From an optimization exercise on the open Yosys and OpenROAD flow, aimed at small area, a short achievable clock period and few clock cycles; shortcuts taken in it are not production practice.
The RTL was checked by simulation tests, not by an equivalence proof against the original design.
Power figures rest on the tool's default switching activity, not on a simulated workload.

P:
==> flow/design.v <==
package pfs_pkg;
  localparam int unsigned SAMPLE_W = 32;
  localparam int unsigned PCM16_W  = 16;
  localparam int unsigned MONO_W   = 32;
  localparam int unsigned LVL_W    = 33;
  localparam int unsigned APB_AW = 3;
  localparam int unsigned APB_DW = 32;
  localparam int unsigned FMT_W  = 3;
  localparam logic REG_FORMAT = 1'b0;
  localparam logic REG_STEREO = 1'b1;
  localparam logic [FMT_W-1:0] FMT_FLOAT32 = 3'd0;
  localparam logic [FMT_W-1:0] FMT_PCM8    = 3'd1;
  localparam logic [FMT_W-1:0] FMT_PCM16   = 3'd2;
  localparam logic [FMT_W-1:0] FMT_PCM24   = 3'd3;
  localparam logic [FMT_W-1:0] FMT_PCM32   = 3'd4;
  localparam logic signed [LVL_W-1:0] LVL_ONE     = {2'b01, 31'b0};
  localparam logic signed [LVL_W-1:0] LVL_NEG_ONE = {2'b11, 31'b0};
  typedef logic signed [LVL_W-1:0] level_t;
endpackage
module pfs_lane (
  input  logic [pfs_pkg::SAMPLE_W-1:0] word_i,
  input  logic [pfs_pkg::FMT_W-1:0]    fmt_i,
  input  logic                         zero_i,
  output logic [32:0]                  x_o,
  output logic                         s_o
);
  logic [7:0]  ex;
  logic        nan, big, inr, is_flt, is_pcm;
  logic [31:0] fmag, pl;
  logic [1:0]  bsh;
  logic [32:0] y;
  always_comb begin
    ex   = word_i[30:23];
    nan  = (&ex) && (|word_i[22:0]);
    big  = ex[7] || (&ex[6:0]);
    inr  = (ex[7:5] == 3'b011);
    fmag = {1'b1, word_i[22:0], 8'b0} >> (~ex[4:0]);
    bsh  = {fmt_i[1] ^ fmt_i[0], fmt_i[0]};
    pl   = word_i << {bsh, 3'b000};
    pl[31] = pl[31] ^ (fmt_i == pfs_pkg::FMT_PCM8);
    is_flt = !zero_i && (fmt_i == pfs_pkg::FMT_FLOAT32);
    is_pcm = !zero_i && (fmt_i == pfs_pkg::FMT_PCM8  || fmt_i == pfs_pkg::FMT_PCM16 ||
                         fmt_i == pfs_pkg::FMT_PCM24 || fmt_i == pfs_pkg::FMT_PCM32);
    s_o  = (fmt_i == pfs_pkg::FMT_FLOAT32) && word_i[31];
    if (is_flt)      y = {1'b0, big && !nan, (inr && !big) ? fmag[30:0] : 31'b0};
    else if (is_pcm) y = {pl[31], pl};
    else             y = '0;
    x_o = y ^ {33{s_o}};
  end
endmodule
module pfs_s16_step (
  input  logic [32:0] x_i,
  input  logic        s_i,
  output logic [2:0]  k_o
);
  logic [14:0] u, v;
  logic        gt, lt, eq, c, anz, a15, dec, k2, k1, km, x0;
  always_comb begin
    u   = x_i[15:1];
    v   = x_i[30:16];
    gt  = u > v;
    lt  = u < v;
    eq  = !gt && !lt;
    c   = s_i ? (lt || (eq && !x_i[0] && x_i[15])) : (gt || (eq && x_i[0] && !x_i[15]));
    anz = s_i ? (x_i[31:16] != 16'hFFFF) : (x_i[31:16] != 16'h0000);
    a15 = x_i[31] ^ s_i;
    dec = a15 || (!c && anz);
    k2  = s_i ? dec  : (x_i[32] & c);
    k1  = s_i ? !dec : (x_i[32] & !c);
    km  = !s_i & !x_i[32] & dec;
    x0  = x_i[16];
    k_o = {k1 | km, k2 | (k1 & x0), km & !x0};
  end
endmodule
module pfs_s16 (
  input  logic [15:0]                        x_i,
  input  logic [2:0]                         k_i,
  output logic signed [pfs_pkg::PCM16_W-1:0] pcm16_o
);
  logic [15:0] pu, pd, flip;
  always_comb begin
    pu[1] = 1'b1;
    pd[1] = 1'b1;
    for (int i = 2; i < 16; i++) begin
      pu[i] = pu[i-1] & x_i[i-1];
      pd[i] = pd[i-1] & !x_i[i-1];
    end
    flip[0] = k_i[2];
    for (int i = 1; i < 16; i++) flip[i] = (pu[i] & k_i[1]) | (pd[i] & k_i[0]);
    pcm16_o = x_i ^ flip;
  end
endmodule
module pfs_add #(parameter int N = 33) (
  input  logic [N-1:0] a_i,
  input  logic [N-1:0] b_i,
  input  logic         cin_i,
  output logic [N-1:0] sum_o,
  output logic         gtop_o    
);
  logic [N-1:0] p, g, gp, pp;
  always_comb begin
    p  = a_i ^ b_i;
    g  = a_i & b_i;
    gp = g;
    pp = p;
    for (int l = 0; (1 << l) < N; l++)
      for (int i = (2 << l) - 1; i < N; i += (2 << l)) begin
        gp[i] = gp[i] | (pp[i] & gp[i - (1 << l)]);
        pp[i] = pp[i] & pp[i - (1 << l)];
      end
    for (int l = 5; l >= 0; l--)
      if ((1 << l) < N)
        for (int i = (3 << l) - 1; i < N; i += (2 << l)) begin
          gp[i] = gp[i] | (pp[i] & gp[i - (1 << l)]);
          pp[i] = pp[i] & pp[i - (1 << l)];
        end
    sum_o[0] = p[0] ^ cin_i;
    for (int i = 1; i < N; i++) sum_o[i] = p[i] ^ (gp[i-1] | (pp[i-1] & cin_i));
    gtop_o = gp[N-2];
  end
endmodule
module pfs_merge (
  input  logic [32:0]                        xl_i,
  input  logic                               sl_i,
  input  logic [32:0]                        xr_i,
  input  logic                               sr_i,
  output logic signed [pfs_pkg::MONO_W-1:0]  mono_o
);
  logic [33:0] xl, xr, sv, cv;
  logic [32:0] q;
  logic        gtop, neg, cin, sat;
  always_comb begin
    xl = {xl_i[32], xl_i};
    xr = {xr_i[32], xr_i};
    sv = xl ^ xr ^ {33'b0, sl_i};
    cv = {(xl[32:0] & xr[32:0]) | {32'b0, (xl[0] ^ xr[0]) & sl_i}, sr_i};
  end
  pfs_add #(33) u_add (.a_i(sv[33:1]), .b_i(cv[33:1]), .cin_i(cin), .sum_o(q), .gtop_o(gtop));
  always_comb begin
    neg = sv[33] ^ cv[33] ^ gtop;
    cin = (sv[0] & cv[0]) | ((sv[0] ^ cv[0]) & neg);
    sat = !xl_i[32] && xl_i[31] && !sl_i && !xr_i[32] && xr_i[31] && !sr_i;
    mono_o = sat ? 32'h7FFF_FFFF : q[31:0];
  end
endmodule
module pcm_frame_to_s16_stereo_mono (
  input  logic                              clk_i,
  input  logic                              rst_ni,
  input  logic                              in_valid,
  output logic                              in_ready,
  input  logic [pfs_pkg::SAMPLE_W-1:0]      in_left_sample,
  input  logic [pfs_pkg::SAMPLE_W-1:0]      in_right_sample,
  input  logic                              in_silent,
  input  logic                              in_end_of_packet,
  output logic                              out_valid,
  input  logic                              out_ready,
  output logic signed [pfs_pkg::PCM16_W-1:0] out_left_pcm16,
  output logic signed [pfs_pkg::PCM16_W-1:0] out_right_pcm16,
  output logic signed [pfs_pkg::MONO_W-1:0]  out_mono_level,
  output logic                              out_last_of_packet,
  input  logic                              psel,
  input  logic                              penable,
  input  logic                              pwrite,
  input  logic [pfs_pkg::APB_AW-1:0]        paddr,
  input  logic [pfs_pkg::APB_DW-1:0]        pwdata,
  output logic [pfs_pkg::APB_DW-1:0]        prdata,
  output logic                              pready
);
  logic [pfs_pkg::FMT_W-1:0] fmt_q;
  logic             stereo_q;
  logic             v1_q, v2_q, rdy1, rdy2;
  logic [pfs_pkg::SAMPLE_W-1:0] right_word;
  logic [32:0]      xl, xr, xl_q, xr_q;
  logic             sl, sr, sl_q, sr_q;
  logic [2:0]       kl, kr;
  logic             last1_q, last2_q;
  logic signed [pfs_pkg::PCM16_W-1:0] l16_d, r16_d, l16_q, r16_q;
  logic signed [pfs_pkg::MONO_W-1:0]  mono_d, mono_q;
  assign pready = 1'b1;
  always_ff @(posedge clk_i or negedge rst_ni) begin
    if (!rst_ni) begin
      fmt_q    <= pfs_pkg::FMT_FLOAT32;
      stereo_q <= 1'b1;
    end else if (psel && penable && pwrite) begin
      if (paddr[2]) stereo_q <= pwdata[0];
      else          fmt_q    <= pwdata[pfs_pkg::FMT_W-1:0];
    end
  end
  assign prdata = paddr[2] ? {{(pfs_pkg::APB_DW-1){1'b0}}, stereo_q}
                           : {{(pfs_pkg::APB_DW-pfs_pkg::FMT_W){1'b0}}, fmt_q};
  assign right_word = stereo_q ? in_right_sample : in_left_sample;
  pfs_lane u_lane_l (.word_i(in_left_sample), .fmt_i(fmt_q), .zero_i(in_silent), .x_o(xl), .s_o(sl));
  pfs_lane u_lane_r (.word_i(right_word),     .fmt_i(fmt_q), .zero_i(in_silent), .x_o(xr), .s_o(sr));
  assign rdy2     = !v2_q || out_ready;
  assign rdy1     = !v1_q || rdy2;
  assign in_ready = rdy1;
  always_ff @(posedge clk_i or negedge rst_ni) begin
    if (!rst_ni) begin
      v1_q <= 1'b0;
      v2_q <= 1'b0;
    end else begin
      if (rdy1) v1_q <= in_valid;
      if (rdy2) v2_q <= v1_q;
    end
  end
  always_ff @(posedge clk_i) begin
    if (rdy1) begin
      xl_q    <= xl;
      sl_q    <= sl;
      xr_q    <= xr;
      sr_q    <= sr;
      last1_q <= in_end_of_packet;
    end
  end
  pfs_s16_step u_step_l (.x_i(xl_q), .s_i(sl_q), .k_o(kl));
  pfs_s16_step u_step_r (.x_i(xr_q), .s_i(sr_q), .k_o(kr));
  pfs_s16 u_s16_l (.x_i(xl_q[31:16]), .k_i(kl), .pcm16_o(l16_d));
  pfs_s16 u_s16_r (.x_i(xr_q[31:16]), .k_i(kr), .pcm16_o(r16_d));
  pfs_merge u_merge (
    .xl_i  (xl_q),
    .sl_i  (sl_q),
    .xr_i  (xr_q),
    .sr_i  (sr_q),
    .mono_o(mono_d)
  );
  always_ff @(posedge clk_i) begin
    if (rdy2) begin
      l16_q   <= l16_d;
      r16_q   <= r16_d;
      mono_q  <= mono_d;
      last2_q <= last1_q;
    end
  end
  assign out_valid          = v2_q;
  assign out_left_pcm16     = l16_q;
  assign out_right_pcm16    = r16_q;
  assign out_mono_level     = mono_q;
  assign out_last_of_packet = last2_q;
endmodule
==> flow/config.mk <==
export PLATFORM = sky130hd
export DESIGN_NAME = pcm_frame_to_s16_stereo_mono
export DESIGN_NICKNAME = pcm_frame_to_s16_stereo_mono
export VERILOG_FILES = /design/flow/design.v
export SDC_FILE = /design/flow/constraint.sdc
export NUM_CORES = 4
export LEC_CHECK = 0
export CAP_MARGIN = 20
export CORE_MARGIN = 2
export CORE_UTILIZATION = 40
export PLACE_DENSITY = 0.6
export SETUP_SLACK_MARGIN = 2.5
export SLEW_MARGIN = 20
==> flow/constraint.sdc <==
create_clock -name core_clock -period 6.5 [get_ports {clk_i}]
set_input_delay 1.3000 -clock core_clock [delete_from_list [all_inputs] [get_ports {clk_i}]]
set_output_delay 1.3000 -clock core_clock [all_outputs]
set_load 0.01 [all_outputs]
standard.sh (not shown) runs the stock make flow with config.mk's settings and CLKGATE_MAP_FILE= SYNTH_SCRIPT=/design/flow/synth_recipe.tcl, a recipe that flattens the netlist after the stock synthesis.
==> flow/flow/run.sh <==
#!/bin/bash
set -euo pipefail
export BUFFER_PORTS_ARGS="-buffer_cell sky130_fd_sc_hd__buf_2"
bash standard.sh > standard.log 2>&1
Testbench counts of P, summed over its fixed seeds: cycles 18,402.
The following lists how Q was set up differently from P:
--- a/flow/design.v
+++ b/flow/design.v
@@ -48,28 +48,24 @@
     x_o = y ^ {33{s_o}};
   end
 endmodule
 module pfs_s16_step (
-  input  logic [32:0] x_i,
+  input  logic [32:0] y_i,
   input  logic        s_i,
   output logic [2:0]  k_o
 );
-  logic [14:0] u, v;
-  logic        gt, lt, eq, c, anz, a15, dec, k2, k1, km, x0;
-  always_comb begin
-    u   = x_i[15:1];
-    v   = x_i[30:16];
-    gt  = u > v;
-    lt  = u < v;
-    eq  = !gt && !lt;
-    c   = s_i ? (lt || (eq && !x_i[0] && x_i[15])) : (gt || (eq && x_i[0] && !x_i[15]));
-    anz = s_i ? (x_i[31:16] != 16'hFFFF) : (x_i[31:16] != 16'h0000);
-    a15 = x_i[31] ^ s_i;
-    dec = a15 || (!c && anz);
-    k2  = s_i ? dec  : (x_i[32] & c);
-    k1  = s_i ? !dec : (x_i[32] & !c);
-    km  = !s_i & !x_i[32] & dec;
-    x0  = x_i[16];
+  logic [15:0] a, b, cs;
+  logic        c, dec, x0, k2, k1, km;
+  always_comb begin
+    a   = y_i[31:16];
+    b   = y_i[15:0];
+    cs  = {1'b0, b[15:1]} + {1'b0, ~a[14:0]} + {15'b0, (b[0] & !b[15])};
+    c   = cs[15];
+    dec = a[15] || (!c && (a != 16'd0));
+    k2  = s_i ? dec  : (y_i[32] & c);
+    k1  = s_i ? !dec : (y_i[32] & !c);
+    km  = !s_i & !y_i[32] & dec;
+    x0  = a[0] ^ s_i;
     k_o = {k1 | km, k2 | (k1 & x0), km & !x0};
   end
 endmodule
 module pfs_s16 (
@@ -211,10 +207,10 @@
       sr_q    <= sr;
       last1_q <= in_end_of_packet;
     end
   end
-  pfs_s16_step u_step_l (.x_i(xl_q), .s_i(sl_q), .k_o(kl));
-  pfs_s16_step u_step_r (.x_i(xr_q), .s_i(sr_q), .k_o(kr));
+  pfs_s16_step u_step_l (.y_i(xl_q ^ {33{sl_q}}), .s_i(sl_q), .k_o(kl));
+  pfs_s16_step u_step_r (.y_i(xr_q ^ {33{sr_q}}), .s_i(sr_q), .k_o(kr));
   pfs_s16 u_s16_l (.x_i(xl_q[31:16]), .k_i(kl), .pcm16_o(l16_d));
   pfs_s16 u_s16_r (.x_i(xr_q[31:16]), .k_i(kr), .pcm16_o(r16_d));
   pfs_merge u_merge (
     .xl_i  (xl_q),
--- outcome ---
On fraction of the yosys area taken by sequential cells: between Q and P, it ends up higher for P.
Q against P: final area grew by 1200 um^2; number of buffer and inverter instances along the worst setup path down 2; met2 track demand over resource ~0 delta; global-route usage -0.52 points; met1 routed wirelength after detailed routing now sits higher.
Against P, Q comes in 160 ps lower on worst-margin pin slew.
Q vs. P: aggregate routed wire length went up by 3000 um.
Q vs. P: number of gates given a new drive strength after cts now larger; final cell count saw an increase; switching power of the nets climbed 8.6%.
Of Q and P, it is Q that has the higher cell-internal power.
Testbench counts of Q, summed over its fixed seeds: cycles 18,402.

-- static timing again, ports no longer ideal --
In the flow no input, the clock included, has a driving cell. The finished layouts below were timed again as built, in two steps.
Step 1 (the two cells are an assumption about what drives the block):
set clk [get_ports {clk_i}]
set_driving_cell -lib_cell sky130_fd_sc_hd__clkbuf_16 $clk
set_driving_cell -lib_cell sky130_fd_sc_hd__buf_2 [delete_from_list [all_inputs] $clk]
Step 2 also shifts input and output timing later by t, the mid clock arrival at the registers, as if the neighbouring blocks saw the same clock.
Slacks: ideal / step 1 / step 2; pairs: ideal / step 1.
| run | t, ns | setup slack, ns | worst setup path at the end | worst register clock-pin slew, ns | pins driven straight from the clock port |
|---|---|---|---|---|---|
| P | 0.484 | 2.633 / 2.643 / 2.172 | input to register | 0.07 / 0.07 | 1 |
| Q | 0.478 | 2.704 / 2.706 / 2.238 | input to register | 0.06 / 0.06 | 1 |
After both steps every run listed still meets setup and hold. For Q, which loses most, drivers alone change the setup slack by +0.002 ns; drivers and shift together by -0.466 ns.
